Background: an optimization exercise with open tools, aiming at small area. Do not read the settings as production practice.
In this exercise RTL edits were held to simulation tests only and were not proved equivalent to the original.
No activity file was given, so power comes from the tool's default toggle rates. The clock port is modelled as an ideal driver; clocking choices that lean on that would not hold on a real chip.

[design/flow/design.v]
package mips_trace_pkg;
  localparam int STAMP_WIDTH    = 16;
  localparam int REC_WORD_WIDTH = 32;
  localparam int REC_WIDTH = 1 + 2 * REC_WORD_WIDTH + STAMP_WIDTH;
endpackage
module trace_fifo_dual_push #(
  parameter int DEPTH = 16,
  parameter int RW    = 81
) (
  input  logic             clk_i,
  input  logic [DEPTH-1:0] we_i,
  input  logic [RW-1:0]    bus_e_i,
  input  logic [RW-1:0]    bus_o_i,
  input  logic [DEPTH-1:0] rsel_i,
  output logic [RW-1:0]    head_o
);
  logic [RW-1:0] mem_q [DEPTH];
  for (genvar i = 0; i < DEPTH; i++) begin : g_slot
    always_ff @(posedge clk_i) begin
      if (we_i[i]) mem_q[i] <= (i % 2 == 0) ? bus_e_i : bus_o_i;
    end
  end
  always_comb begin
    head_o = '0;
    for (int i = 0; i < DEPTH; i++) head_o = head_o | (mem_q[i] & {RW{rsel_i[i]}});
  end
endmodule
module mips_trace_capture #(
  parameter int DEPTH      = 16,
  parameter int WORD_WIDTH = 32
) (
  input  logic                    clk,
  input  logic                    reset,
  input  logic                    capture_en,
  input  logic                    MEM_WB_RegWrite,
  input  logic [4:0]              MEM_WB_RegisterRd,
  input  logic [WORD_WIDTH-1:0]   RegWriteData,
  input  logic                    EX_MEM_MemWrite,
  input  logic [WORD_WIDTH-1:0]   EX_MEM_ALU_result,
  input  logic [WORD_WIDTH-1:0]   EX_MEM_MemWriteData,
  output logic                    trace_valid,
  input  logic                    trace_ready,
  output logic [1:0]              trace_kind,
  output logic [WORD_WIDTH-1:0]   trace_addr,
  output logic [WORD_WIDTH-1:0]   trace_data,
  output logic [mips_trace_pkg::STAMP_WIDTH-1:0] trace_stamp,
  output logic [$clog2(DEPTH):0]  fifo_count,
  output logic [15:0]             overflow_cnt
);
  localparam int AW = $clog2(DEPTH);
  localparam int CW = AW + 1;
  localparam int SW = mips_trace_pkg::STAMP_WIDTH;
  localparam int RW = 1 + 2 * WORD_WIDTH + SW;
  logic [SW-1:0]    cycle_q;
  logic [15:0]      ovf_q;
  logic [16:0]      ovf_sum;
  logic [AW-1:0]    rd_q, wr;
  logic [CW-1:0]    count_q;
  logic             reg_ev, mem_ev, ev0, ev1, push0, push1, do_pop, nonempty;
  logic [1:0]       dropped;
  logic             e_mem, o_mem;
  logic [RW-1:0]    bus_e, bus_o, head;
  logic [DEPTH-1:0] wdec, wdec1, we, rsel;
  assign reg_ev = capture_en && MEM_WB_RegWrite && (MEM_WB_RegisterRd != 5'd0);
  assign mem_ev = capture_en && EX_MEM_MemWrite;
  assign ev0      = reg_ev || mem_ev;
  assign ev1      = reg_ev && mem_ev;
  assign push0    = ev0 && !count_q[AW];
  assign push1    = ev1 && !count_q[AW] && (count_q[AW-1:0] != '1);
  assign nonempty = (count_q != '0);
  assign do_pop   = trace_ready && nonempty;
  assign wr       = rd_q + count_q[AW-1:0];
  assign e_mem = wr[0] || !reg_ev;
  assign o_mem = !wr[0] || !reg_ev;
  assign bus_e = {e_mem, e_mem ? EX_MEM_ALU_result : WORD_WIDTH'(MEM_WB_RegisterRd),
                  e_mem ? EX_MEM_MemWriteData : RegWriteData, cycle_q};
  assign bus_o = {o_mem, o_mem ? EX_MEM_ALU_result : WORD_WIDTH'(MEM_WB_RegisterRd),
                  o_mem ? EX_MEM_MemWriteData : RegWriteData, cycle_q};
  always_comb begin
    for (int i = 0; i < DEPTH; i++) begin
      wdec[i] = (wr == AW'(i));
      wdec1[i] = (wr == AW'(i - 1));
      rsel[i] = nonempty && (rd_q == AW'(i));
    end
  end
  assign we = (wdec & {DEPTH{push0}}) | (wdec1 & {DEPTH{push1}});
  trace_fifo_dual_push #(.DEPTH(DEPTH), .RW(RW)) u_fifo (
    .clk_i   (clk),
    .we_i    (we),
    .bus_e_i (bus_e),
    .bus_o_i (bus_o),
    .rsel_i  (rsel),
    .head_o  (head)
  );
  assign dropped = {1'b0, ev0 && !push0} + {1'b0, ev1 && !push1};
  assign ovf_sum = {1'b0, ovf_q} + 17'(dropped);
  always_ff @(posedge clk or posedge reset) begin
    if (reset) begin
      cycle_q <= '0;
      ovf_q   <= '0;
      rd_q    <= '0;
      count_q <= '0;
    end else begin
      cycle_q <= cycle_q + 1'b1;
      ovf_q   <= ovf_sum[16] ? 16'hFFFF : ovf_sum[15:0];
      rd_q    <= rd_q + AW'(do_pop);
      count_q <= count_q + CW'(push0) + CW'(push1) - CW'(do_pop);
    end
  end
  assign trace_valid  = nonempty;
  assign trace_kind   = {1'b0, head[RW-1]};
  assign trace_addr   = head[RW-2 -: WORD_WIDTH];
  assign trace_data   = head[SW +: WORD_WIDTH];
  assign trace_stamp  = head[SW-1:0];
  assign fifo_count   = count_q;
  assign overflow_cnt = ovf_q;
endmodule
[design/flow/run.sh]
#!/bin/bash
# synth_recipe.tcl (not shown) runs the flow's synth.tcl, then flattens the netlist and writes it again
# the make line also repeats each setting of config.mk as NAME=value (left out here)
make -C /OpenROAD-flow-scripts/flow DESIGN_CONFIG=/design/flow/config.mk WORK_HOME=/design/flow/orfs CLKGATE_MAP_FILE= SYNTH_SCRIPT=/design/flow/synth_recipe.tcl finish
[design/flow/config.mk]
export PLATFORM = sky130hd
export DESIGN_NAME = mips_trace_capture
export DESIGN_NICKNAME = mips_trace_capture
export VERILOG_FILES = /design/flow/design.v
export SDC_FILE = /design/flow/constraint.sdc
export NUM_CORES = 4
export LEC_CHECK = 0
export CAP_MARGIN = 20
export CORE_MARGIN = 2
export CORE_UTILIZATION = 40
export SLEW_MARGIN = 20
[design/flow/constraint.sdc]
create_clock -name core_clock -period 6.0 [get_ports {clk}]
set_input_delay 1.2000 -clock core_clock [delete_from_list [all_inputs] [get_ports {clk}]]
set_output_delay 1.2000 -clock core_clock [all_outputs]
set_load 0.01 [all_outputs]
==> metrics.md, run 1 <==
| Metric | Value |
|---|---|
| Antenna violations before repair | `6` |
| CP Launch Point | `count_q[3]` |
| R2R cell count | `7` |
| Switching Power | `0.0115 W` |
| Die width | `365 µm` |
| Largest net degree at the start of global routing | `82` |
| Top cells by area, synth | `edfxtp_1, mux2i_1, a22oi_1` |
| Share of power burned in registers | `38.8%` |
| Hold wc startpoint | `ovf_q[9]` |
| Relative max-transition margin | `18.5%` |
| RePlAce Congestion | `0.808` |
| Final worst-path cycle share | `95.5%` |
| CTS Hold Buffers Added | `0` |
| Area growth syn-to-layout | `17.9%` |
| Netlist cell types | `75` |
| # Post-CTS Setup Buffers | `0` |
| Clock root cell | `clkbuf_16` |
| CP required | `4.80 ns` |
| WS Path Type | `reg -> out` |
| Cts repair resizes | `0` |
| Status | `no timing/DRC/antenna violations` |
| H-tree levels | `4` |
| Static leakage | `19.9 nW` |
| CTS tree | `yes` |
| Reg-to-Reg Start | `rd_q[2]` |
| Starting Density | `40.3%` |
| Synth Warn # | `3` |
| Share of layout cells above drive strength 1 | `13.8%` |
| Mean number of vias per cell | `5.92` |
| Post-synthesis sequential area ratio | `76.6%` |
| Vias in the first global route | `30.3k` |
| Peak supply drop | `0.000380 V` |
| Clock Latency Late Sink | `0.74 ns` |
| Final Slew Violations | `0` |
| Max-Cap Viols | `0` |
| Residual DRC | `0` |
| Post-DP Area | `57000 µm²` |
| Clock share of power | `25.9%` |
| CP cell instances | `inv_1 > ha_1 > nor4b_4 > buf_4 > nor2_2 > a22oi_1 > a311oi_1 > a211o_1 > clkdlybuf4s50_1` |
| Final WL | `159 mm` |
| Post-synth top area cell | `edfxtp_1` |
| Post-synthesis cell area | `52100 µm²` |
| Die area | `133000 µm²` |
| Dominant synthesized flop cell | `edfxtp_1` |
| Nature of the critical path startpoint | `flop` |
| CP max stage cell | `nor2_2` |
| Routed wire per std cell | `30.6 µm` |
| Logic pwr share | `35.3%` |
| Setup TNS | `0 ns` |
| Delay-heaviest family, CP | `simple AND/OR/NAND/NOR gates` |
| WP depth | `9` |
| Net Sw Frac | `35.4%` |
| Finish-stage setup viols | `0` |
| DR vias | `30.9k` |
| Clock Path Buffers | `3` |
| HPWL after DPL | `90.5 mm` |
| Cell with the most instances after synthesis | `edfxtp_1` |
| Detailed Route Iter0 Violations | `4120` |
| Synth Instances | `3066` |
| Skew final | `0.0289 ns` |
| Final Hold Viols | `0` |
| Synth Register Bits | `1337` |
| Crit-path max FO | `29` |
| Most instantiated cells after synthesis | `edfxtp_1, a22oi_1, mux2i_1` |
| Crit path DAT | `4.53 ns` |
| Num rows | `132` |
| Hold Path Class | `reg -> reg` |
| Reg clk slew, reported paths | `0.06 ns` |
| PwrDens | `528 nW/µm²` |
| CP Buf/Inv Count | `3` |
| Number of I/O port buffers | `209` |
| Total Nets Final | `3479` |
| Num ports | `211` |
| Cell area after layout | `61500 µm²` |
| R2r setup slk | `1.44 ns` |
| RSZ-0062 raised after global routing | `false` |
| Post-synth top area share | `74.7%` |
| Overall Global Routing Usage | `23.6%` |
| Gr ovfl total | `0` |
| Pin slew with the least headroom to its limit | `1.22 ns` |
| Clock Sinks | `1337` |
| Synth Area per Inst | `17.0 µm²` |
| DRT Pass-1 Iters | `6` |
| Crit-path max cell delay | `1.03 ns` |
| First-pass GRT wire length | `224 mm` |
| CTS Buf Count | `141` |
| Core ar. | `129000 µm²` |
| Hold Path Cell Cnt | `2` |
| P_int | `0.0209 W` |
| EDFF count, synth | `1296` |
| Post-synthesis net count | `3190` |
| Ys async rst share | `3.07%` |
| Die height | `365 µm` |
| Fmax | `174 MHz` |
| Final worst path period need | `5.73 ns` |
| CP endpoint kind | `output port` |
| Final ANT Viol Nets | `0` |
## stage by stage
stage	utilization, %	setup slack [ns]	cells	hold slack (ns)	total power (W)
6_report	47.5	0.269	5210	0.545	0.0324
5_1_grt	47.5	0.128	5208	0.583	0.0336
4_1_cts	47.5	0.251	5208	0.553	0.0326
3_5_place_dp	44.1	1.05	4954	0.536	0.0242
3_3_place_gp	44.1	1.10	4954	0.530	0.0242
2_1_floorplan	-	-1.98	3066	0.548	0.0185
## metal layers
layer  track usage (%)  wire, µm
met3              4.26     14700
met1              33.3     65600
met2              38.1     75700
met4              5.73      3170
met5                 0        13
## registers in the layout (all words and copies together) (netlist names)
signal / cells
count_q: 5
ovf_q: 16
rd_q: 4
cycle_q: 16
u_fifo.mem_q: 1296
## area by class of cell
class,count,area (µm²)
fillers,11000,68000
clock buffers,190,3860
flip-flops and latches,1337,40000
multi-input cells,1536,11600
repair buffers,326,3250
inverters,13,48.8
well taps,1742,2180
diodes,2,5.00
clock inverters,64,552
## cell families after synthesis
group | Yosys count | share of synthesized area (%)
adders and majority gates | 17 | 0.466
buffers and inverters | 193 | 1.63
other | 1 | 0.00719
muxes | 284 | 6.13
and+or+nand+nor | 561 | 5.36
AOI/OAI and AO/OA | 638 | 9.18
xor gates and xnor gates | 35 | 0.588
DFF | 1337 | 76.6
## final timing paths
path / to
worst max-delay path: trace_addr[31]
worst min-delay path: ovf_q[9]
worst max register to register: u_fifo.mem_q[11][28]
worst min register to register: ovf_q[9]
max in group asynchronous: rd_q[1]
min in group asynchronous: count_q[4]
## worst register-to-register path: cells and delay by family, from the launching register on
family | cells | cell delay, ns
adder cells (fa/ha/maj) | 1 | 0.39
AO/OA/AOI/OAI | 1 | 0.26
buffers and inverters | 2 | 1.04
AND/OR/NAND/NOR | 2 | 1.23
XOR/XNOR | 1 | 0.37
flip-flops | 1 | 0.81
## power by group through the flow
stage	registers [W]	logic (W)	clock network (W)
after global routing	0.0127	0.0121	0.00885
after floorplan	0.0127	0.00584	0
after global placement	0.0127	0.0114	0
final	0.0126	0.0114	0.00840
after CTS	0.0126	0.0115	0.00847
after detailed placement	0.0128	0.0115	0
## cells in the final DEF (no fill, tap or decap), drive strengths merged, types with 52 or more instances in the layout
cell type,n
a21oi,73
clkbuf,190
nor2,89
a22o,73
o22ai,52
clkdlybuf4s50,209
buf,117
nand2,181
mux2i,181
nand3,79
edfxtp,1296
mux2,83
nor3,52
a22oi,221
==> run 2: changes to the inputs <==
--- a/design/flow/config.mk
+++ b/design/flow/config.mk
@@ -10,2 +10,3 @@
 export CORE_UTILIZATION = 40
+export CTS_BUF_LIST = sky130_fd_sc_hd__clkbuf_4
 export SLEW_MARGIN = 20
==> run 2 against run 1 <==
  * Still clean on timing, DRC and antenna
  * Die area is the same
  * Non-clock buffer count increased by 5
  * Clock skew up 0.080 ns
  * Critical endpoint is now trace_stamp[2]
==> metrics.md, run 2 <==
| Metric | Value |
|---|---|
| RSZ-0062 raised after global routing | `true` |
| Post-synth top area cell | `edfxtp_1` |
| Relative max-transition margin | `27.9%` |
| CP endpoint kind | `output port` |
| Netlist cell types | `75` |
| DRT Pass-1 Iters | `6` |
| Area occupied by registers | `40000 µm²` |
| Biggest regs | `u_fifo.mem_q: 1296 flops, cycle_q: 16 flops, ovf_q: 16 flops` |
| Num rows | `132` |
| Die area | `133000 µm²` |
| Synth Instances | `3066` |
| Peak supply drop | `0.000340 V` |
| Most common cell after layout, fill and taps aside | `edfxtp_1` |
| Hold Path Cell Cnt | `2` |
| Fmax | `169 MHz` |
| CP Buf/Inv Count | `2` |
| WP depth | `7` |
| Skew final | `0.108 ns` |
| Cell with the most instances after synthesis | `edfxtp_1` |
| HPWL after DPL | `90.5 mm` |
| Dominant synthesized flop cell | `edfxtp_1` |
| Final Hold Viols | `0` |
| Synth Warn # | `3` |
| Final worst path period need | `5.91 ns` |
| Reg clk slew, reported paths | `0.06 ns` |
| Clock Path Buffers | `4` |
| Post-synth top area share | `74.7%` |
| Routed wire per std cell | `29.0 µm` |
| Share of layout cells above drive strength 1 | `21.8%` |
| Crit path DAT | `4.71 ns` |
| Nature of the critical path startpoint | `flop` |
| H-tree levels | `5` |
| First-pass GRT wire length | `227 mm` |
| CP cell instances | `nand2b_1 > nor3_4 > buf_4 > a22oi_1 > o211a_1 > nand4_1 > clkdlybuf4s50_1` |
| Largest net degree at the start of global routing | `82` |
| Crit-path max cell delay | `0.78 ns` |
| Most flop-heavy register | `u_fifo.mem_q` |
| Post-synthesis net count | `3190` |
| EDFF count, synth | `1296` |
| CTS Buf Count | `355` |
| Vias in the first global route | `32.4k` |
| Fillers | `11.2k` |
| Final WL | `161 mm` |
| Antenna violations before repair | `8` |
| Gr ovfl total | `0` |
| Final worst setup slack | `0.0886 ns` |
| CP required | `4.80 ns` |
| Final worst-path cycle share | `98.5%` |
| Post-synthesis sequential area ratio | `76.6%` |
| RePlAce Congestion | `0.808` |
| R2R cell count | `7` |
| Status | `no timing/DRC/antenna violations` |
| Cell area after layout | `61500 µm²` |
| Total Nets Final | `3698` |
| Fin util | `47.5%` |
| Final Slew Violations | `0` |
| Final ANT Viol Nets | `0` |
| Clock root cell | `clkbuf_4` |
| Delay-heaviest family, CP | `simple AND/OR/NAND/NOR gates` |
| Synth Register Bits | `1337` |
| Setup TNS | `0 ns` |
| DR vias | `32.4k` |
| Static leakage | `20.3 nW` |
| Clock Latency Late Sink | `1.25 ns` |
| Synth Area per Inst | `17.0 µm²` |
| DP Worst Slack | `1.05 ns` |
| CTS tree | `yes` |
| Post-synthesis cell area | `52100 µm²` |
| Die width | `365 µm` |
| Crit-path max FO | `28` |
| Die height | `365 µm` |
| CP max stage cell | `nor3_4` |
| Number of I/O port buffers | `209` |
| Post-DP Area | `57000 µm²` |
| Ys async rst share | `3.07%` |
| Starting Density | `40.3%` |
| Max-Cap Viols | `0` |
| Clock Sinks | `1337` |
| Detailed Route Iter0 Violations | `3786` |
| Area growth syn-to-layout | `18.0%` |
| Multi-input gate area | `11600 µm²` |
| CTS Hold Buffers Added | `0` |
| Top cells by area, synth | `edfxtp_1, mux2i_1, a22oi_1` |
| Max reg flops | `1296` |
| Mean number of vias per cell | `5.83` |
| WS Path Type | `reg -> out` |
| PwrDens | `519 nW/µm²` |
| Most instantiated cells after synthesis | `edfxtp_1, a22oi_1, mux2i_1` |
| Pin slew with the least headroom to its limit | `1.08 ns` |
| Num ports | `211` |
| Hold Path Class | `reg -> reg` |
| Core ar. | `129000 µm²` |
| Most frequent cells in the layout | `edfxtp_1, clkbuf_4, a22oi_1` |
| Overall Global Routing Usage | `23.9%` |
| Finish-stage setup viols | `0` |
| Hold slack final | `0.542 ns` |
| Residual DRC | `0` |
-- run 2: changes by cell type in the layout (fill, tap and decap cells not counted), sizes merged --
cell      change
clkbuf      +318
clkinv       +13
buf           +5
diode        +11
clkinvlp      -2
-- run 2: timing repair --
| action | CTS | global route |
|---|---|---|
| setup endpoints to repair | 22 | 17 |
| pin swaps | 2 | 2 |
| setup buffers | 5 | 0 |
| gates resized for setup | 4 | 6 |
| cloned | 0 | 0 |
-- run 2: report_power, final --
part | leakage [nW] | total [W] | internal [W] | switching (W)
logic | 5.76 | 0.0115 | 0.00404 | 0.00748
registers | 12.0 | 0.0126 | 0.0121 | 0.000508
clock network | 2.58 | 0.00781 | 0.00420 | 0.00361
total | 20.3 | 0.0319 | 0.0203 | 0.0116
-- run 2: final cells by class --
type	instances	area share (%)
inverter	13	0.0794
timing repair buffer	331	5.38
multi-input combinational	1536	18.9
clock inverter	75	0.842
sequential	1337	65.0
tap	1742	3.54
antenna	13	0.0529
clock buffer	508	6.20
-- run 2: worst min-delay path, delay by kind of cell, from the launching register on --
family	cells	cell delay (ns)
xor+xnor	1	0.08
flops	1	0.38
simple gates	1	0.05
-- run 2: final timing paths --
path                       slack, ns                    to      from
min                             0.54              ovf_q[9]  ovf_q[9]
max reg2reg                     1.40  u_fifo.mem_q[11][28]   rd_q[2]
min in group asynchronous       0.57             ovf_q[12]     reset
min reg2reg                     0.54              ovf_q[9]  ovf_q[9]
max                             0.09        trace_stamp[2]   rd_q[0]
max in group asynchronous       4.69               rd_q[0]     reset
-- run 2: cells by family after synthesis --
family	share of synthesized area (%)
flops	76.6
compound gates	9.18
simple gates	5.36
mux	6.13
buf+inv	1.63
xor+xnor	0.588
fa+ha+maj	0.466
other cells	0.00719
-- run 2: metrics by stage --
| step | total power [W] | cells |
|---|---|---|
| 6_report | 0.0319 | 5555 |
| 5_1_grt | 0.0332 | 5551 |
| 4_1_cts | 0.0320 | 5542 |
| 3_5_place_dp | 0.0242 | 4954 |
| 3_3_place_gp | 0.0242 | 4954 |
| 2_1_floorplan | 0.0185 | 3066 |
-- run 2: per-layer routing --
layer	GRT usage, %	routed length [µm]	share of wire, %
met1	32.6	65400	41
met2	38.4	76700	48
met3	4.93	15100	9.4
met4	8.00	3810	2.4
met5	0	13	0.0081
==> run 3: changes to the inputs <==
--- a/design/flow/design.v
+++ b/design/flow/design.v
@@ -54,2 +54,3 @@
   logic [SW-1:0]    cycle_q;
+  logic             valid_q;
   logic [15:0]      ovf_q;
@@ -59,2 +60,3 @@
   logic             reg_ev, mem_ev, ev0, ev1, push0, push1, do_pop, nonempty;
+  logic [CW-1:0]    count_d;
   logic [1:0]       dropped;
@@ -69,3 +71,3 @@
   assign push1    = ev1 && !count_q[AW] && (count_q[AW-1:0] != '1);
-  assign nonempty = (count_q != '0);
+  assign nonempty = valid_q;
   assign do_pop   = trace_ready && nonempty;
@@ -94,2 +96,3 @@
   );
+  assign count_d = count_q + CW'(push0) + CW'(push1) - CW'(do_pop);
   assign dropped = {1'b0, ev0 && !push0} + {1'b0, ev1 && !push1};
@@ -102,2 +105,3 @@
       count_q <= '0;
+      valid_q <= 1'b0;
     end else begin
@@ -106,3 +110,4 @@
       rd_q    <= rd_q + AW'(do_pop);
-      count_q <= count_q + CW'(push0) + CW'(push1) - CW'(do_pop);
+      count_q <= count_d;
+      valid_q <= (count_d != '0);
     end
==> design/flow/flow/run.sh (new file) <==
#!/bin/bash
# Own layout flow: standard synthesis, an area re-map of its combinational logic (registers
# untouched), then the standard ORFS layout with small port buffers and a lighter clock tree.
set -euo pipefail
cd "$(dirname "$0")/.."
W=$PWD
R=$W/orfs/results/$FLOW_PLATFORM/mips_trace_capture/base
O=$W/orfs/objects/$FLOW_PLATFORM/mips_trace_capture/base
PLAT=$FLOW_HOME/platforms/$FLOW_PLATFORM

bash standard.sh synth > $W/synth.log 2>&1

cp $R/1_2_yosys.v $R/1_2_yosys_std.v
DU=$(sed -n '/DONT_USE_CELLS/,/^$/p' $PLAT/config.mk | grep -o "sky130_fd_sc_hd__[a-z0-9_]*" | sed 's/^/-dont_use /' | tr '\n' ' ')
if LIB=$PLAT/lib/sky130_fd_sc_hd__tt_025C_1v80.lib IN=$R/1_2_yosys_std.v OUT=$R/1_2_yosys_remap.v \
   TOP=$FLOW_TOP CONSTR=$O/abc.constr ABCSCRIPT=$W/flow/area.abc DONTUSE="$DU" \
   yosys -c $W/flow/remap.tcl > $W/remap.log 2>&1; then
  cp $R/1_2_yosys_remap.v $R/1_2_yosys.v
  rm -f $R/1_synth.odb $R/1_synth.sdc
else
  echo "remap failed; keeping the standard netlist" >> $W/remap.log
fi

export BUFFER_PORTS_ARGS="-buffer_cell sky130_fd_sc_hd__buf_1"
bash standard.sh finish > $W/finish.log 2>&1
==> design/flow/flow/area.abc (new file) <==
strash
dch
amap
topo
stime -c
==> design/flow/flow/remap.tcl (new file) <==
# Re-map the combinational logic of the standard synthesis netlist for area.
# Registers are black boxes here, so every register keeps its instance name and cell type.
# env: LIB IN OUT TOP CONSTR ABCSCRIPT DONTUSE
yosys -import
set lib $::env(LIB)
read_liberty -ignore_miss_func -ignore_buses $lib
blackbox sky130_fd_sc_hd__*df* sky130_fd_sc_hd__*dl* sky130_fd_sc_hd__conb_1
read_verilog $::env(IN)
hierarchy -top $::env(TOP)
tee -o $::env(OUT).before.stat stat -liberty $lib
flatten
opt_clean -purge
abc -script $::env(ABCSCRIPT) -liberty $lib -constr $::env(CONSTR) {*}$::env(DONTUSE)
opt_clean -purge
setundef -zero
hilomap -singleton -hicell sky130_fd_sc_hd__conb_1 HI -locell sky130_fd_sc_hd__conb_1 LO
splitnets
opt_clean -purge
tee -o $::env(OUT).stat stat -liberty $lib
write_verilog -noattr -noexpr -nohex -nodec $::env(OUT)
==> design/flow/standard.sh (new file) <==
#!/bin/bash
# synth_recipe.tcl (not shown) runs the flow's synth.tcl, then flattens the netlist and writes it again
# the make line also repeats each setting of config.mk as NAME=value (left out here)
make -C /OpenROAD-flow-scripts/flow DESIGN_CONFIG=/design/flow/config.mk WORK_HOME=/design/flow/orfs CLKGATE_MAP_FILE= SYNTH_SCRIPT=/design/flow/synth_recipe.tcl "${@:-finish}"
--- a/design/flow/config.mk
+++ b/design/flow/config.mk
@@ -10,3 +10,2 @@
 export CORE_UTILIZATION = 40
-export CTS_BUF_LIST = sky130_fd_sc_hd__clkbuf_4
 export SLEW_MARGIN = 20
removed: design/flow/run.sh
==> run 3 against run 2 <==
  * Combinational power shrank 28%
  * Global-route usage is 0.27 points lower
  * Non-clock buffer count is 36 lower
  * Final cell count is 14% lower
  * Hold slack lost 0.025 ns
  * Setup slack gained 0.30 ns
  * Still clean
  * Clock-buffer cell count fell by 325
  * Core utilization shrank 0.28 points
==> metrics.md, run 3 <==
| Metric | Value |
|---|---|
| Area growth syn-to-layout | `17.3%` |
| RePlAce Congestion | `0.756` |
| Hold Path Class | `reg -> reg` |
| Die width | `351 µm` |
| Synth Warn # | `3` |
| Most common cell after layout, fill and taps aside | `edfxtp_1` |
| Clock root cell | `clkbuf_16` |
| Clock Latency Late Sink | `0.76 ns` |
| Synth Area per Inst | `18.5 µm²` |
| Cts repair resizes | `0` |
| Num rows | `127` |
| Final worst path period need | `5.61 ns` |
| PwrDens | `520 nW/µm²` |
| Post-synthesis cell area | `48200 µm²` |
| Largest net degree at the start of global routing | `82` |
| H-tree levels | `4` |
| Reg clk slew, reported paths | `0.06 ns` |
| Vias in the first global route | `28.6k` |
| Mean number of vias per cell | `6.14` |
| Peak supply drop | `0.000360 V` |
| Clock Path Buffers | `3` |
| Gr ovfl total | `0` |
| Final worst-path cycle share | `93.6%` |
| Nature of the critical path startpoint | `flop` |
| HPWL after DPL | `76.3 mm` |
| Most frequent cells in the layout | `edfxtp_1, a22oi_1, buf_1` |
| Final worst setup slack | `0.387 ns` |
| CTS Hold Buffers Added | `0` |
| Antenna violations before repair | `7` |
| Overall Global Routing Usage | `23.7%` |
| CP required | `4.80 ns` |
| Die height | `351 µm` |
| Biggest regs | `u_fifo.mem_q: 1296 flops, cycle_q: 16 flops, ovf_q: 16 flops` |
| Total Nets Final | `3144` |
| Share of layout cells above drive strength 1 | `9.78%` |
| Die area | `123000 µm²` |
| Final Hold Viols | `0` |
| Routed wire per std cell | `30.9 µm` |
| Pin slew with the least headroom to its limit | `1.08 ns` |
| DR vias | `29.2k` |
| Finish-stage setup viols | `0` |
| RSZ-0062 raised after global routing | `false` |
| Starting Density | `40.3%` |
| R2r setup slk | `2.02 ns` |
| Hold slack final | `0.518 ns` |
| Detailed Route Iter0 Violations | `4082` |
| Final ANT Viol Nets | `0` |
| Final WL | `147 mm` |
| First-pass GRT wire length | `207 mm` |
| Relative max-transition margin | `28.1%` |
| CP cell instances | `clkinv_1 > nand2_1 > nor2_4 > buf_4 > a22o_1 > a221o_1 > a2111oi_0 > o2111ai_1 > a2111o_1 > buf_1` |
| Crit-path max FO | `30` |
| Most flop-heavy register | `u_fifo.mem_q` |
| Clock Sinks | `1338` |
| Max-Cap Viols | `0` |
| Num ports | `211` |
| Status | `no timing/DRC/antenna violations` |
| Synth Instances | `2603` |
| # Post-CTS Setup Buffers | `0` |
| DRT Pass-1 Iters | `6` |
| Core ar. | `120000 µm²` |
| Crit-path max cell delay | `0.73 ns` |
| Final Slew Violations | `0` |
| Static leakage | `17.6 nW` |
| Max reg flops | `1296` |
| Crit path DAT | `4.41 ns` |
| CP max stage cell | `dfrtp_1` |
| Number of I/O port buffers | `209` |
| Residual DRC | `0` |
| DP Worst Slack | `1.13 ns` |
| CTS Buf Count | `137` |
| Fmax | `178 MHz` |
| Post-synthesis net count | `2710` |
| CP endpoint kind | `output port` |
| WS Path Type | `reg -> out` |
| CTS tree | `yes` |
| Skew final | `0.0233 ns` |
## run 3: path summary, 6_finish.rpt
kind                            depth (start not counted)                   to  startpoint
worst min-delay path                                    1            ovf_q[15]   ovf_q[15]
min in group asynchronous                               3           cycle_q[7]       reset
worst max-delay path                                   10       trace_addr[29]     rd_q[1]
worst max register to register                          9  u_fifo.mem_q[4][74]     rd_q[1]
max in group asynchronous                               3          cycle_q[13]       reset
worst min register to register                          1            ovf_q[15]   ovf_q[15]
## run 3: worst max-delay path, delay by kind of cell (launching register included)
family                 cells  cell delay (ns)
AO/OA/AOI/OAI              5             1.52
buffers and inverters      3             0.97
flip-flops                 1             0.73
AND/OR/NAND/NOR            2             0.46
## run 3: final cells by class
class | instances | area (µm²)
Clock buffer | 183 | 3720
Antenna cell | 1 | 2.50
Clock inverter | 59 | 504
Fill cell | 10200 | 63300
Tap cell | 1612 | 2020
Multi-Input combinational cell | 1127 | 8020
Sequential cell | 1338 | 40000
Inverter | 138 | 518
Timing Repair Buffer | 295 | 1810
## run 3: routing by layer
layer / global-route usage (%) / share of wire [%] / vias up
met3: 4.81 / 9.9 / 223
met5: 0 / 0.017 / -
met4: 6.96 / 2.4 / 4
met2: 37.8 / 47 / 1613
met1: 32.9 / 40 / 15300
li1: - / - / 12100
## run 3: power by group
group          switching [W]  internal (W)
combinational        0.00621       0.00208
sequential          0.000434        0.0126
clock                0.00355       0.00456
total                 0.0102        0.0192
## run 3: through the flow
stage	power (W)	cell area (µm²)	cells	TNS, ns	utilization (%)
after floorplan	0.0173	48300	2603	-78.09	-
after global placement	0.0214	52300	4510	0	43.7
after detailed placement	0.0215	52300	4510	0	43.7
after CTS	0.0295	56600	4752	0	47.2
after global routing	0.0305	56600	4752	0	47.2
final	0.0294	56600	4753	0	47.2
==> run 4: changes to the inputs <==
--- a/design/flow/flow/run.sh
+++ b/design/flow/flow/run.sh
@@ -24,2 +24,3 @@
 export BUFFER_PORTS_ARGS="-buffer_cell sky130_fd_sc_hd__buf_1"
+export CTS_ARGS="-sink_clustering_enable -repair_clock_nets -dont_use_dummy_load -buf_list sky130_fd_sc_hd__clkbuf_8 -sink_clustering_size 16 -sink_clustering_max_diameter 60"
 bash standard.sh finish > $W/finish.log 2>&1
--- a/design/flow/config.mk
+++ b/design/flow/config.mk
@@ -9,3 +9,4 @@
 export CORE_MARGIN = 2
-export CORE_UTILIZATION = 40
+export CORE_UTILIZATION = 55
+export PLACE_DENSITY = 0.65
 export SLEW_MARGIN = 20
==> run 4 against run 3 <==
  * Sequential power about the same
  * Routed wire length decreased by 3.9%
  * Final area decreased by 5.9%
  * Die area decreased by 27%
  * Clock power decreased by 49%
  * Core utilization increased by 14 points
  * Sequential share of layout area increased by 4.4 points
  * Combinational power decreased by 2%
  * Global-route usage increased by 7.6 points
  * First-iteration DRC count increased by 19%
  * Non-clock buffer count increased by 10
  * Synthesized area unchanged
  * Largest cell class unchanged
  * Highest routed layer unchanged
==> metrics.md, run 4 <==
| Metric | Value |
|---|---|
| Status | `no timing/DRC/antenna violations` |
| WS Path Type | `reg -> out` |
| Antenna violations before repair | `3` |
| Residual DRC | `0` |
| RePlAce Congestion | `0.817` |
| Total Nets Final | `3116` |
| Final Hold Viols | `0` |
| Cell area after layout | `53200 µm²` |
| Post-synthesis net count | `2710` |
| Nature of the critical path startpoint | `flop` |
| Pwr Total | `0.0253 W` |
| Reg2reg end | `u_fifo.mem_q[2][6]` |
| Final worst setup slack | `0.422 ns` |
| Final worst path period need | `5.58 ns` |
| Hold Path Cell Cnt | `1` |
| Peak supply drop | `0.000701 V` |
| Post-synthesis cell area | `48200 µm²` |
| Detailed Route Iter0 Violations | `4874` |
| Synth Instances | `2603` |
| Clock root cell | `clkbuf_8` |
| Crit path DAT | `4.38 ns` |
| Mean number of vias per cell | `6.99` |
| Final ANT Viol Nets | `0` |
| Most common cell after layout, fill and taps aside | `edfxtp_1` |
| Static leakage | `16.3 nW` |
| Relative max-transition margin | `25.0%` |
| Share of layout cells above drive strength 1 | `7.72%` |
| Skew final | `0.0661 ns` |
| Crit-path max cell delay | `0.61 ns` |
| First-pass GRT wire length | `201 mm` |
| Starting Density | `55.5%` |
| Clock Path Buffers | `3` |
| Most Crowded Layer GR | `met2` |
| Worst Hold Endpoint | `ovf_q[15]` |
| Post-Layout Cell Count | `4163` |
| Fmax | `179 MHz` |
| Post-DP Area | `51900 µm²` |
| Final Slew Violations | `0` |
| Hold wc startpoint | `ovf_q[15]` |
| Die height | `300 µm` |
| Finish-stage setup viols | `0` |
| Pin slew with the least headroom to its limit | `1.12 ns` |
| Crit-path max FO | `40` |
| Overall Global Routing Usage | `31.2%` |
| Final WL | `141 mm` |
| Max reg flops | `1296` |
| CP max stage cell | `clkinv_1` |
| Grt met2 use | `48.8%` |
| CTS tree | `yes` |
| Reg-to-Reg Start | `rd_q[1]` |
| R2r setup slk | `1.57 ns` |
| Clock Sinks | `1338` |
| Final worst-path cycle share | `93.0%` |
| H-tree levels | `3` |
| Num ports | `211` |
| CP endpoint kind | `output port` |
| Met1 usage | `45.0%` |
| Num rows | `108` |
| # Post-CTS Setup Buffers | `0` |
| Largest net degree at the start of global routing | `82` |
| Core ar. | `86900 µm²` |
| CP Buf/Inv Count | `3` |
| Area growth syn-to-layout | `10.4%` |
| Synth Area per Inst | `18.5 µm²` |
| R2R cell count | `9` |
| Synth Warn # | `3` |
| Vias in the first global route | `29.1k` |
| Delay-heaviest family, CP | `simple AND/OR/NAND/NOR gates` |
| Gr ovfl total | `0` |
| Die area | `90100 µm²` |
| Most frequent cells in the layout | `edfxtp_1, a22oi_1, buf_1` |
| DP Cell Count | `4062` |
| GR Layer Usage met3 | `6.59%` |
| DRT Pass-1 Iters | `9` |
| CP cell instances | `clkinv_1 > nand2_1 > nor2_4 > buf_12 > a222oi_1 > nand2_1 > a2111oi_0 > nand3_1 > buf_1` |
| HPWL after DPL | `75.1 mm` |
| Biggest regs | `u_fifo.mem_q: 1296 flops, cycle_q: 16 flops, ovf_q: 16 flops` |
| Hold Path Class | `reg -> reg` |
| Number of I/O port buffers | `209` |
| Cts repair resizes | `0` |
| CP required | `4.80 ns` |
| PwrDens | `475 nW/µm²` |
| Cell mode on critical path | `nand2_1` |
| Routed wire per std cell | `33.9 µm` |
| RSZ-0062 raised after global routing | `false` |
| CTS Hold Buffers Added | `0` |
| DR vias | `29.1k` |
| DP Worst Slack | `1.20 ns` |
| Fin util | `61.3%` |
| Most flop-heavy register | `u_fifo.mem_q` |
| Max-Cap Viols | `0` |
| Clock Latency Late Sink | `0.76 ns` |
| CTS Buf Count | `99` |
| Reg clk slew, reported paths | `0.10 ns` |
| Die width | `300 µm` |
## run 4: cell count changes in the layout (fill, tap and decap cells not counted), sizes merged
| cell | delta |
|---|---|
| buf | +10 |
| inv | -9 |
| clkbuf | -84 |
| clkinv | -44 |
| clkinvlp | -2 |
| bufinv | -4 |
## run 4: cell type report
| class | instances | area [µm²] |
|---|---|---|
| Fill cell | 6211 | 33600 |
| Antenna cell | 1 | 2.50 |
| Tap cell | 1155 | 1450 |
| Timing Repair Buffer | 305 | 1930 |
| Clock buffer | 99 | 1360 |
| Sequential cell | 1338 | 40000 |
| Multi-Input combinational cell | 1127 | 8020 |
| Inverter | 138 | 518 |
## run 4: power by group
group	internal, W	leakage, nW	total [W]	switching (W)
clock	0.00148	0.712	0.00417	0.00269
combinational	0.00210	3.24	0.00810	0.00601
sequential	0.0126	12.4	0.0130	0.000461
total	0.0161	16.3	0.0253	0.00916
## run 4: per-layer routing
| layer | wire [µm] | part of all wire, % | up-vias |
|---|---|---|---|
| met5 | 14 | 0.0099 | - |
| met4 | 4120 | 2.9 | 2 |
| met3 | 19100 | 14 | 255 |
| met2 | 65700 | 46 | 2174 |
| met1 | 52300 | 37 | 14800 |
| li1 | - | - | 11900 |
## run 4: worst register-to-register path, cell delays in order, from the launching register on
cell     delay, ns
dfrtp_1       0.77
o21ai_0       0.21
nor2_1        0.16
a21oi_1       0.09
o21ai_0       0.26
nor2_1        0.08
a21oi_1       0.53
nand2_1       0.41
nor2_4        0.92
buf_4         0.59
## run 4: worst max path at each step
stage,from,to,slack (ns),depth (start not counted)
4_1_cts,rd_q[1],trace_addr[29],0.45,9
3_3_place_gp,rd_q[0],trace_addr[5],1.26,9
2_1_floorplan,MEM_WB_RegisterRd[3],u_fifo.mem_q[0][0],-0.47,7
3_5_place_dp,MEM_WB_RegisterRd[1],ovf_q[14],1.20,17
6_report,rd_q[0],trace_addr[5],0.42,9
5_1_grt,rd_q[0],trace_addr[5],0.16,9
## run 4: stage by stage
stage,TNS [ns],hold WS [ns]
6_report,0,0.551
5_1_grt,0,0.579
4_1_cts,0,0.540
3_5_place_dp,0,0.518
3_3_place_gp,0,0.504
2_1_floorplan,-78.09,0.543
==> run 5: changes to the inputs <==
--- a/design/flow/config.mk
+++ b/design/flow/config.mk
@@ -7,6 +7,5 @@
 export LEC_CHECK = 0
-export CAP_MARGIN = 20
+export CAP_MARGIN = 0
 export CORE_MARGIN = 2
-export CORE_UTILIZATION = 55
-export PLACE_DENSITY = 0.65
-export SLEW_MARGIN = 20
+export CORE_UTILIZATION = 40
+export SLEW_MARGIN = 0
==> run 5 against run 4 <==
  * Global-route usage shrank 7.9 points
  * First-iteration DRC count fell by 3.7%
  * Synthesized cell count did not move
  * Hold slack worse by 0.032 ns
  * Core utilization shrank 16 points
  * Synthesized area is the same
  * Clock-buffer cell count up 5
  * Non-clock buffer count is 10 lower
  * Via count fell by 1.4%
  * Highest routed layer unchanged
==> metrics.md, run 5 <==
| Metric | Value |
|---|---|
| Status | `no timing/DRC/antenna violations` |
| Final Slew Violations | `0` |
| H-tree levels | `3` |
| Relative max-transition margin | `28.6%` |
| Detailed Route Iter0 Violations | `4696` |
| Antenna violations before repair | `7` |
| Delay-heaviest family, CP | `compound AO/OA/AOI/OAI gates` |
| Post-synthesis cell area | `48200 µm²` |
| CP required | `4.80 ns` |
| Core ar. | `120000 µm²` |
| WL met3 | `16.1 mm` |
| R2r setup slk | `1.90 ns` |
| Final worst path period need | `5.63 ns` |
| DRT Pass-1 Iters | `9` |
| Post-synthesis net count | `2710` |
| DR top layer | `met5` |
| Largest net degree at the start of global routing | `82` |
| Starting Density | `40.3%` |
| WP depth | `10` |
| CP Launch Point | `rd_q[1]` |
| CP Buf/Inv Count | `3` |
| Clock share of power | `16.9%` |
| Net Sw Frac | `36.8%` |
| Die area | `123000 µm²` |
| Number of I/O port buffers | `209` |
| Share of power burned in registers | `50.8%` |
| Most flop-heavy register | `u_fifo.mem_q` |
| Synth Area per Inst | `18.5 µm²` |
| Finish-stage setup viols | `0` |
| Skew final | `0.0918 ns` |
| Synth Warn # | `3` |
| Clock root cell | `clkbuf_8` |
| Area growth syn-to-layout | `11.5%` |
| Num ports | `211` |
| Nature of the critical path startpoint | `flop` |
| Final ANT Viol Nets | `0` |
| Routed wire per std cell | `31.6 µm` |
| Hold slack final | `0.519 ns` |
| Clock Path Buffers | `3` |
| PwrDens | `476 nW/µm²` |
| Num rows | `127` |
| CP endpoint kind | `output port` |
| R2R cell count | `9` |
| CP cell instances | `clkinvlp_4 > nand2_1 > nor2_4 > buf_4 > a22o_1 > a221o_1 > a2111oi_0 > o2111ai_1 > a2111o_1 > buf_1` |
| RePlAce Congestion | `0.756` |
| WS Path Type | `reg -> out` |
| CTS Buf Count | `104` |
| Max-Cap Viols | `0` |
| Pin slew with the least headroom to its limit | `1.07 ns` |
| Crit-path max cell delay | `0.80 ns` |
| Mean number of vias per cell | `6.21` |
| Reg clk slew, reported paths | `0.10 ns` |
| Most common cell after layout, fill and taps aside | `edfxtp_1` |
| Reg2reg end | `u_fifo.mem_q[4][54]` |
| Hold wc startpoint | `ovf_q[15]` |
| Max reg flops | `1296` |
| Peak supply drop | `0.000333 V` |
| CTS Hold Buffers Added | `0` |
| Die height | `351 µm` |
| Clock Sinks | `1338` |
| Final worst-path cycle share | `93.8%` |
| Synth Instances | `2603` |
| CP max stage cell | `dfrtp_1` |
| P_int | `0.0162 W` |
| Share of layout cells above drive strength 1 | `7.59%` |
| CP endpoint | `trace_addr[29]` |
| Crit-path max FO | `30` |
| RSZ-0062 raised after global routing | `false` |
| DR vias | `28.7k` |
| Die width | `351 µm` |
| Post-DP Area | `52300 µm²` |
| Cell area after layout | `53800 µm²` |
| Biggest regs | `u_fifo.mem_q: 1296 flops, cycle_q: 16 flops, ovf_q: 16 flops` |
| Logic pwr share | `32.4%` |
| Final WL | `146 mm` |
| Total Nets Final | `3111` |
| Static leakage | `16.3 nW` |
| Most frequent cells in the layout | `edfxtp_1, a22oi_1, buf_1` |
| Overall Global Routing Usage | `23.4%` |
| Hold Path Class | `reg -> reg` |
| Gr ovfl total | `0` |
| Crit path DAT | `4.43 ns` |
| HPWL after DPL | `76.3 mm` |
| CTS tree | `yes` |
| Switching Power | `0.00941 W` |
| Clock Latency Late Sink | `0.80 ns` |
| First-pass GRT wire length | `204 mm` |
| Fmax | `178 MHz` |
| Vias in the first global route | `28.0k` |
| Residual DRC | `0` |
| Metal-1 WL | `57.4 mm` |
| Detail Route met2 WL | `68.1 mm` |
| Final Hold Viols | `0` |
| Reg-to-Reg Start | `rd_q[1]` |
## run 5: cell types whose count changed in the layout (fill, tap and decap cells not counted)
cell	previous run	this run
buf_4	62	56
clkinv_1	135	134
clkinvlp_4	0	1
buf_8	1	0
buf_12	33	30
clkbuf_8	99	104
diode_2	1	5
## run 5: worst min path at each step
stage	endpoint	slack, ns	depth (start not counted)
2_1_floorplan	ovf_q[15]	0.54	1
3_3_place_gp	ovf_q[15]	0.51	1
3_5_place_dp	ovf_q[15]	0.51	1
4_1_cts	ovf_q[15]	0.52	1
5_1_grt	ovf_q[15]	0.54	1
6_report	ovf_q[15]	0.52	1
## run 5: layout make-up
cell class                 count  area (µm²)
inverter                     138         522
timing repair buffer         295        1810
antenna                        5        12.5
clock buffer                 104        1430
tap                         1612        2020
sequential                  1338       40000
multi-input combinational   1127        8020
fill                       10400       66000
## run 5: timing repair
action / in CTS / in global routing
gates resized for setup: 0 / 1
setup endpoints to repair: 0 / 1
buffers inserted: 0 / 0
## run 5: power by group through the flow
stage	registers, W	clock network [W]	logic (W)
6_report	0.0130	0.00432	0.00828
4_1_cts	0.0130	0.00435	0.00831
5_1_grt	0.0131	0.00469	0.00879
3_5_place_dp	0.0132	0	0.00828
3_3_place_gp	0.0132	0	0.00827
2_1_floorplan	0.0133	0	0.00394
## run 5: worst register-to-register path: stages (launching register included)
cell,delay (ns)
dfrtp_1,0.80
o21ai_0,0.21
nor2_1,0.17
a21oi_1,0.09
o21ai_0,0.26
nor2_1,0.08
a21oi_1,0.51
clkinv_1,0.39
nor2_4,0.80
buf_4,0.44
## run 5: per-stage QoR
| stage | cells | utilization (%) | total power, W | setup TNS, ns | worst slack, ns |
|---|---|---|---|---|---|
| floorplan | 2603 | - | 0.0173 | -78.09 | -0.466 |
| global placement | 4510 | 43.7 | 0.0214 | 0 | 1.28 |
| detailed placement | 4510 | 43.7 | 0.0215 | 0 | 1.13 |
| CTS | 4614 | 44.9 | 0.0257 | 0 | 0.249 |
| global route | 4617 | 44.9 | 0.0266 | 0 | 0.0409 |
| finish | 4619 | 44.9 | 0.0256 | 0 | 0.369 |
## run 5: layer usage
| metal | vias to the layer above | GRT usage (%) |
|---|---|---|
| met3 | 246 | 4.84 |
| met5 | - | 0 |
| li1 | 11900 | - |
| met2 | 1696 | 37.0 |
| met4 | 4 | 6.82 |
| met1 | 14900 | 32.7 |
==> run 6: changes to the inputs <==
--- a/design/flow/config.mk
+++ b/design/flow/config.mk
@@ -7,5 +7,6 @@
 export LEC_CHECK = 0
-export CAP_MARGIN = 0
+export CAP_MARGIN = 20
 export CORE_MARGIN = 2
 export CORE_UTILIZATION = 40
-export SLEW_MARGIN = 0
+export GPL_TIMING_DRIVEN = 0
+export SLEW_MARGIN = 20
==> run 6 against run 5 <==
  * Still clean on timing, DRC and antenna
  * Synthesized cell count unchanged
  * Total power increased by 5.8%
  * Final area rose by 6.5%
  * Clock skew up 0.032 ns
  * Critical path depth is 2 higher
  * Combinational power rose by 18%
  * Critical path type unchanged
  * Largest cell class unchanged
  * Largest power group unchanged
==> metrics.md, run 6 <==
| Metric | Value |
|---|---|
| GR Layer Usage met3 | `3.96%` |
| CP cell instances | `clkinv_2 > nand2_2 > nor2_4 > buf_12 > buf_12 > buf_12 > a22o_1 > a221o_1 > a2111oi_0 > o2111ai_1 > a2111o_1 > buf_1` |
| WS Path Type | `reg -> out` |
| Die width | `351 µm` |
| Reg-to-Reg Start | `rd_q[1]` |
| Area growth syn-to-layout | `18.8%` |
| Total Nets Final | `3216` |
| Logic pwr share | `36.2%` |
| Crit path DAT | `4.65 ns` |
| Cell mode on critical path | `buf_12` |
| Max-Cap Viols | `0` |
| Synth Warn # | `3` |
| Reg2reg end | `u_fifo.mem_q[8][57]` |
| Final Hold Viols | `0` |
| Die area | `123000 µm²` |
| Clock root cell | `clkbuf_8` |
| CP endpoint kind | `output port` |
| Clock Path Buffers | `3` |
| HPWL after DPL | `97.0 mm` |
| # Post-CTS Setup Buffers | `0` |
| DP Cell Count | `4614` |
| Gr ovfl total | `0` |
| Switching Power | `0.00965 W` |
| Max reg flops | `1296` |
| Most flop-heavy register | `u_fifo.mem_q` |
| Synth Instances | `2603` |
| Post-synthesis cell area | `48200 µm²` |
| Synth Area per Inst | `18.5 µm²` |
| CP required | `4.80 ns` |
| RePlAce Congestion | `0.732` |
| Status | `no timing/DRC/antenna violations` |
| Fillers | `9930` |
| Skew final | `0.124 ns` |
| Grt met2 use | `38.0%` |
| Core ar. | `120000 µm²` |
| Clock share of power | `15.9%` |
| Static leakage | `17.7 nW` |
| Relative max-transition margin | `41.0%` |
| Clock Sinks | `1338` |
| Num rows | `127` |
| Hold Path Class | `in -> async` |
| Final worst path period need | `5.85 ns` |
| Post-Layout Cell Count | `4720` |
| Final worst setup slack | `0.148 ns` |
| Peak supply drop | `0.000361 V` |
| Clock Latency Late Sink | `0.82 ns` |
| Fin util | `47.8%` |
| CP max stage cell | `dfrtp_2` |
| DR vias | `29.1k` |
| CTS tree | `yes` |
| Crit-path max FO | `19` |
| Crit-path max cell delay | `0.65 ns` |
| Overall Global Routing Usage | `23.4%` |
| Antenna violations before repair | `6` |
| Most Crowded Layer GR | `met2` |
| Share of power burned in registers | `48.0%` |
| Delay-heaviest family, CP | `compound AO/OA/AOI/OAI gates` |
| Routed wire per std cell | `30.9 µm` |
| Pwr Total | `0.0271 W` |
| PwrDens | `472 nW/µm²` |
| Pin slew with the least headroom to its limit | `0.882 ns` |
| Net Sw Frac | `35.6%` |
| Met1 usage | `33.2%` |
| Num ports | `211` |
| H-tree levels | `3` |
| CTS Buf Count | `105` |
| Residual DRC | `0` |
| Fmax | `171 MHz` |
| P_int | `0.0174 W` |
| R2R cell count | `12` |
| Post-synthesis net count | `2710` |
| Nature of the critical path startpoint | `flop` |
| Biggest regs | `u_fifo.mem_q: 1296 flops, cycle_q: 16 flops, ovf_q: 16 flops` |
| CP Buf/Inv Count | `5` |
| Most common cell after layout, fill and taps aside | `edfxtp_1` |
| DRT Pass-1 Iters | `7` |
| Final ANT Viol Nets | `0` |
| First-pass GRT wire length | `207 mm` |
| Final Slew Violations | `0` |
| Final WL | `146 mm` |
| Number of I/O port buffers | `209` |
| Setup TNS | `0 ns` |
| Starting Density | `40.3%` |
| Reg clk slew, reported paths | `0.10 ns` |
| Finish-stage setup viols | `0` |
| Most frequent cells in the layout | `edfxtp_1, a22oi_1, buf_1` |
| Die height | `351 µm` |
| Mean number of vias per cell | `6.17` |
| Vias in the first global route | `28.5k` |
| Detailed Route Iter0 Violations | `4108` |
| Final worst-path cycle share | `97.5%` |
| RSZ-0062 raised after global routing | `false` |
| Largest net degree at the start of global routing | `46` |
| Share of layout cells above drive strength 1 | `10.8%` |
| DP Worst Slack | `0.124 ns` |
| R2r setup slk | `1.89 ns` |
run 6: metrics by stage:
step / area (µm²) / hold slack, ns
2_1_floorplan: 48300 / 0.543
3_3_place_gp: 51100 / 0.513
3_5_place_dp: 55800 / 0.522
4_1_cts: 57300 / 0.291
5_1_grt: 57300 / 0.324
6_report: 57300 / 0.329
run 6: power groups by stage:
stage          sequential, W  combinational [W]  clock, W
4_1_cts               0.0130            0.00985   0.00433
5_1_grt               0.0131             0.0103   0.00464
3_3_place_gp          0.0131            0.00745         0
3_5_place_dp          0.0132            0.00982         0
6_report              0.0130            0.00979   0.00429
2_1_floorplan         0.0133            0.00394         0
run 6: worst max path at each step:
stage | start | end | slack [ns] | depth (start not counted)
2_1_floorplan | MEM_WB_RegisterRd[3] | u_fifo.mem_q[0][0] | -0.47 | 7
3_3_place_gp | rd_q[1] | trace_addr[11] | -7.32 | 8
3_5_place_dp | rd_q[1] | trace_addr[29] | 0.12 | 12
4_1_cts | rd_q[1] | trace_addr[29] | 0.02 | 12
5_1_grt | rd_q[1] | trace_addr[29] | 0.09 | 12
6_report | rd_q[1] | trace_addr[29] | 0.15 | 12
run 6: per-layer routing:
metal / vias to the layer above / part of all wire, %
li1: 12100 / -
met1: 15200 / 41
met2: 1631 / 48
met3: 203 / 9.6
met4: 2 / 2.1
met5: - / 0.0089
run 6: area by class of cell:
cell class                 instances  area [µm²]  area share (%)
antenna                            1        2.50         0.00437
clock buffer                     105        1450            2.52
inverter                         138         532           0.928
multi-input combinational       1127        8030            14.0
sequential                      1338       40000            69.8
tap                             1612        2020            3.52
timing repair buffer             399        5300            9.25
run 6: worst reg2reg max path, cell delays in order (launching register included):
cell and delay (ns):
dfrtp_2 0.65, o21ai_0 0.19, nor2_1 0.16, a21oi_1 0.09, o21ai_0 0.27, nor2_1 0.08
a21oi_1 0.51, clkinv_1 0.41, o22ai_4 0.62, buf_16 0.24, buf_16 0.18, buf_16 0.17
buf_8 0.18
run 6: repair_timing:
action                                  in CTS  in global routing
hold buffers                                 0                  0
pin swaps                                    0                  0
gates resized for setup                      3                  1
endpoints found under the setup margin      16                  1
==> run 7: changes to the inputs <==
--- a/design/flow/config.mk
+++ b/design/flow/config.mk
@@ -10,3 +10,2 @@
 export CORE_UTILIZATION = 40
-export GPL_TIMING_DRIVEN = 0
 export SLEW_MARGIN = 20
==> run 7 against run 6 <==
  * Maximum frequency grew 3.9%
  * Highest routed layer unchanged
  * First-iteration DRC count grew 14%
  * Via count shrank 1.5%
  * Total power shrank 5.4%
  * Combinational power shrank 15%
  * Core utilization shrank 2.9 points
  * Sequential share of layout area grew 4.6 points
==> metrics.md, run 7 <==
| Metric | Value |
|---|---|
| Mean number of vias per cell | `6.21` |
| Final Hold Viols | `0` |
| Most frequent cells in the layout | `edfxtp_1, a22oi_1, buf_1` |
| Max-Cap Viols | `0` |
| Num rows | `127` |
| Fillers | `10.4k` |
| Hold slack final | `0.519 ns` |
| Hold Path Class | `reg -> reg` |
| Largest net degree at the start of global routing | `82` |
| WS Path Type | `reg -> out` |
| Final Slew Violations | `0` |
| Biggest regs | `u_fifo.mem_q: 1296 flops, cycle_q: 16 flops, ovf_q: 16 flops` |
| Final WL | `146 mm` |
| Nature of the critical path startpoint | `flop` |
| Status | `no timing/DRC/antenna violations` |
| Crit-path max FO | `30` |
| Most flop-heavy register | `u_fifo.mem_q` |
| PwrDens | `476 nW/µm²` |
| HPWL after DPL | `76.3 mm` |
| Max reg flops | `1296` |
| Clock Path Buffers | `3` |
| Die height | `351 µm` |
| Area growth syn-to-layout | `11.5%` |
| Final worst-path cycle share | `93.8%` |
| Overall Global Routing Usage | `23.4%` |
| Detailed Route Iter0 Violations | `4696` |
| Clock Sinks | `1338` |
| Total Nets Final | `3111` |
| Number of I/O port buffers | `209` |
| Clock root cell | `clkbuf_8` |
| Vias in the first global route | `28.0k` |
| CTS Buf Count | `104` |
| Antenna violations before repair | `7` |
| Post-synthesis cell area | `48200 µm²` |
| Die width | `351 µm` |
| Peak supply drop | `0.000333 V` |
| Fmax | `178 MHz` |
| Gr ovfl total | `0` |
| Pwr Total | `0.0256 W` |
| Synth Area per Inst | `18.5 µm²` |
| DR vias | `28.7k` |
| Residual DRC | `0` |
| Core ar. | `120000 µm²` |
| Most common cell after layout, fill and taps aside | `edfxtp_1` |
| Starting Density | `40.3%` |
| Crit path DAT | `4.43 ns` |
| Synth Instances | `2603` |
| RSZ-0062 raised after global routing | `false` |
| Final ANT Viol Nets | `0` |
| CTS tree | `yes` |
| Reg clk slew, reported paths | `0.10 ns` |
| CP endpoint kind | `output port` |
| First-pass GRT wire length | `204 mm` |
| Routed wire per std cell | `31.6 µm` |
| Num ports | `211` |
| Clock Latency Late Sink | `0.80 ns` |
| Static leakage | `16.3 nW` |
| Cell area after layout | `53800 µm²` |
| Pin slew with the least headroom to its limit | `1.07 ns` |
| Post-DP Area | `52300 µm²` |
| Finish-stage setup viols | `0` |
| DRT Pass-1 Iters | `9` |
| Share of layout cells above drive strength 1 | `7.59%` |
| Skew final | `0.0918 ns` |
| RePlAce Congestion | `0.756` |
| Post-synthesis net count | `2710` |
| Relative max-transition margin | `28.6%` |
| Die area | `123000 µm²` |
| CP required | `4.80 ns` |
| Synth Warn # | `3` |
| H-tree levels | `3` |
| Final worst path period need | `5.63 ns` |
| Fin util | `44.9%` |
[run 7: final cells by class]
cell class                 instances  area, µm²  area share (%)
timing repair buffer             295       1810            3.36
antenna                            5       12.5          0.0233
multi-input combinational       1127       8020            14.9
inverter                         138        522           0.970
clock buffer                     104       1430            2.66
tap                             1612       2020            3.75
sequential                      1338      40000            74.3
[run 7: routing by layer]
metal	wire, µm	global-route usage [%]	up-vias	share of wire [%]
met3	16100	4.84	246	11
met4	4080	6.82	4	2.8
met2	68100	37.0	1696	47
met1	57400	32.7	14900	39
met5	22	0	-	0.015
li1	-	-	11900	-
[run 7: repair_timing]
item                       4_1_cts  5_1_grt
resized for setup                0        1
setup buffers                    0        0
hold buffers                     0        0
setup endpoints to repair        0        1
[run 7: through the flow]
step	setup slack, ns	instances	setup TNS, ns
after floorplan	-0.466	2603	-78.09
after global placement	1.28	4510	0
after detailed placement	1.13	4510	0
after CTS	0.249	4614	0
after global routing	0.0409	4617	0
final	0.369	4619	0
[run 7: worst paths after layout]
path / endpoint / start / cells after the start / slack [ns]
max: trace_addr[29] / rd_q[1] / 10 / 0.37
min: ovf_q[15] / ovf_q[15] / 1 / 0.52
max reg2reg: u_fifo.mem_q[4][54] / rd_q[1] / 9 / 1.90
min reg2reg: ovf_q[15] / ovf_q[15] / 1 / 0.52
max in group asynchronous: count_q[2] / reset / 3 / 4.96
min in group asynchronous: count_q[0] / reset / 3 / 0.56
[run 7: worst max-delay path, stage by stage, from the launching register on]
cell	delay (ns)
dfrtp_1	0.80
clkinvlp_4	0.46
nand2_1	0.36
nor2_4	0.05
buf_4	0.31
a22o_1	0.26
a221o_1	0.25
a2111oi_0	0.41
o2111ai_1	0.20
a2111o_1	0.38
buf_1	0.15
[run 7: report_power, final]
part | switching, W | internal (W)
logic | 0.00620 | 0.00208
registers | 0.000435 | 0.0126
clock network | 0.00277 | 0.00154
total | 0.00941 | 0.0162
==> run 8: changes to the inputs <==
--- a/design/flow/flow/run.sh
+++ b/design/flow/flow/run.sh
@@ -24,3 +24,3 @@
 export BUFFER_PORTS_ARGS="-buffer_cell sky130_fd_sc_hd__buf_1"
-export CTS_ARGS="-sink_clustering_enable -repair_clock_nets -dont_use_dummy_load -buf_list sky130_fd_sc_hd__clkbuf_8 -sink_clustering_size 16 -sink_clustering_max_diameter 60"
+export CTS_ARGS="-sink_clustering_enable -repair_clock_nets -dont_use_dummy_load -buf_list sky130_fd_sc_hd__clkbuf_16 -sink_clustering_size 30 -sink_clustering_max_diameter 100"
 bash standard.sh finish > $W/finish.log 2>&1
==> run 8 against run 7 <==
  * Sequential share of layout area up 0.24 points
  * Still clean on timing, DRC and antenna
  * Critical path type unchanged
  * Via count down 1.1%
  * Final cell count down 1.3%
  * Critical path depth unchanged
  * Highest routed layer unchanged
==> metrics.md, run 8 <==
| Metric | Value |
|---|---|
| Reg clk slew, reported paths | `0.12 ns` |
| Skew final | `0.0989 ns` |
| Post-synthesis net count | `2710` |
| Final worst setup slack | `0.382 ns` |
| Largest net degree at the start of global routing | `82` |
| Synth Area per Inst | `18.5 µm²` |
| Clock root cell | `clkbuf_16` |
| CTS tree | `yes` |
| Biggest regs | `u_fifo.mem_q: 1296 flops, cycle_q: 16 flops, ovf_q: 16 flops` |
| Crit-path max FO | `30` |
| Fillers | `10.4k` |
| Num ports | `211` |
| Status | `no timing/DRC/antenna violations` |
| Residual DRC | `0` |
| H-tree levels | `2` |
| Antenna violations before repair | `5` |
| Area growth syn-to-layout | `11.1%` |
| DP Cell Count | `4510` |
| RePlAce Congestion | `0.756` |
| R2R cell count | `9` |
| CP max stage cell | `dfrtp_1` |
| Crit path DAT | `4.42 ns` |
| CP endpoint kind | `output port` |
| Routed wire per std cell | `31.6 µm` |
| Number of I/O port buffers | `209` |
| Static leakage | `16.2 nW` |
| DRT Pass-1 Iters | `9` |
| Clock Latency Late Sink | `0.69 ns` |
| RSZ-0062 raised after global routing | `false` |
| CP required | `4.80 ns` |
| Crit-path max cell delay | `0.77 ns` |
| CTS Hold Buffers Added | `0` |
| Final Hold Viols | `0` |
| Pin slew with the least headroom to its limit | `1.06 ns` |
| Fmax | `178 MHz` |
| Starting Density | `40.3%` |
| DR vias | `28.4k` |
| Detailed Route Iter0 Violations | `4694` |
| Final worst path period need | `5.62 ns` |
| Die height | `351 µm` |
| Vias in the first global route | `27.5k` |
| HPWL after DPL | `76.3 mm` |
| Hold Path Cell Cnt | `1` |
| Final Slew Violations | `0` |
| CTS Buf Count | `51` |
| Gr ovfl total | `0` |
| PwrDens | `474 nW/µm²` |
| Peak supply drop | `0.000335 V` |
| Final ANT Viol Nets | `0` |
| Most common cell after layout, fill and taps aside | `edfxtp_1` |
| Die width | `351 µm` |
| Max reg flops | `1296` |
| Cts repair resizes | `0` |
| Most frequent cells in the layout | `edfxtp_1, a22oi_1, buf_1` |
| Hold Path Class | `reg -> reg` |
| Finish-stage setup viols | `0` |
| Num rows | `127` |
| Synth Instances | `2603` |
| First-pass GRT wire length | `202 mm` |
| Final WL | `144 mm` |
| Nature of the critical path startpoint | `flop` |
| Diode count | `0` |
| Core ar. | `120000 µm²` |
| Mean number of vias per cell | `6.22` |
| Most flop-heavy register | `u_fifo.mem_q` |
| Post-synthesis cell area | `48200 µm²` |
| # Post-CTS Setup Buffers | `0` |
| Relative max-transition margin | `29.3%` |
| Clock Sinks | `1338` |
| Final worst-path cycle share | `93.6%` |
| Total Nets Final | `3058` |
| CP cell instances | `clkinv_1 > nand2_1 > nor2_4 > buf_4 > a22o_1 > a221o_1 > a2111oi_0 > o2111ai_1 > a2111o_1 > buf_1` |
| Share of layout cells above drive strength 1 | `5.90%` |
| Max-Cap Viols | `0` |
| Clock Path Buffers | `3` |
| Post-Layout Cell Count | `4561` |
| Die area | `123000 µm²` |
| Synth Warn # | `3` |
| WS Path Type | `reg -> out` |
| Overall Global Routing Usage | `23.1%` |
| DP Worst Slack | `1.13 ns` |
| Setup TNS | `0 ns` |
==> run 8: report_power, final <==
group	switching (W)	total, W	internal [W]
clock	0.00265	0.00419	0.00153
sequential	0.000431	0.0130	0.0126
combinational	0.00618	0.00826	0.00208
==> run 8: routing by layer <==
| layer | wire, µm | up-vias | part of all wire (%) | GRT usage, % |
|---|---|---|---|---|
| li1 | - | 11800 | - | - |
| met1 | 57800 | 14800 | 40 | 32.7 |
| met2 | 68100 | 1557 | 47 | 37.1 |
| met3 | 14700 | 196 | 10 | 4.31 |
| met4 | 3580 | 4 | 2.5 | 5.58 |
| met5 | 22 | - | 0.015 | 0 |
==> run 8: layout make-up <==
cell class	count	area, µm²	area share (%)
Multi-Input combinational cell	1127	8020	15.0
Inverter	138	518	0.966
Timing Repair Buffer	295	1810	3.37
Clock buffer	51	1280	2.38
Sequential cell	1338	40000	74.6
Tap cell	1612	2020	3.76
==> run 8: critical path, delay by kind of cell, from the launching register on <==
family | cells | cell delay (ns)
AO/OA/AOI/OAI | 5 | 1.52
buffers and inverters | 3 | 0.97
flip-flops | 1 | 0.77
AND/OR/NAND/NOR | 2 | 0.47
==> run 8: worst paths after layout <==
check                          start  slack (ns)                   to
hold reg to reg            ovf_q[15]        0.53            ovf_q[15]
hold / removal             ovf_q[15]        0.53            ovf_q[15]
setup reg to reg             rd_q[1]        2.00  u_fifo.mem_q[6][34]
min in group asynchronous      reset        0.66           count_q[0]
setup / recovery             rd_q[1]        0.38       trace_addr[29]
max in group asynchronous      reset        4.89          cycle_q[10]
==> run 8: per-stage QoR <==
step | util, % | hold WS [ns] | power [W] | instance area (µm²)
2_1_floorplan | - | 0.543 | 0.0173 | 48300
3_5_place_dp | 43.7 | 0.507 | 0.0215 | 52300
6_report | 44.7 | 0.532 | 0.0254 | 53600
3_3_place_gp | 43.7 | 0.511 | 0.0214 | 52300
5_1_grt | 44.7 | 0.557 | 0.0264 | 53600
4_1_cts | 44.7 | 0.536 | 0.0255 | 53600

## re-timing with driven ports
Ports are ideal in the flow. The routed layouts listed here were re-timed in OpenROAD. Step 1: set_driving_cell puts a clkbuf_16 on clk and a buf_2 on each other input, an assumption about the parent block. Step 2 adds t to the input delays and takes it off the output delays; t is the mean of the earliest and latest rising clock arrival at the registers after step 1. Input paths then give back, and output paths get back, about the clock's delay inside the block. Slacks: ideal ports / drivers / drivers and shift; pairs: ideal ports / drivers.
run | t, ns | setup WS [ns] | worst setup path at the end | worst register clock-pin slew, ns | pins driven straight from the clock port
run 1 | 0.798 | 0.269 / 0.194 / 0.992 | register to output | 0.06 / 0.06 | 1
run 2 | 1.256 | 0.089 / 0.017 / 0.985 | input to register | 0.08 / 0.08 | 1
run 3 | 0.816 | 0.387 / 0.313 / 1.129 | register to output | 0.07 / 0.07 | 1
run 4 | 0.783 | 0.422 / 0.350 / 1.133 | register to output | 0.11 / 0.11 | 1
run 5 | 0.818 | 0.369 / 0.304 / 1.122 | register to output | 0.11 / 0.11 | 1
run 6 | 0.826 | 0.148 / 0.081 / 0.907 | register to output | 0.10 / 0.10 | 1
run 7 | 0.818 | 0.369 / 0.304 / 1.122 | register to output | 0.11 / 0.11 | 1
run 8 | 0.720 | 0.382 / 0.310 / 1.030 | register to output | 0.12 / 0.12 | 1
After both steps every run listed still meets setup and hold.
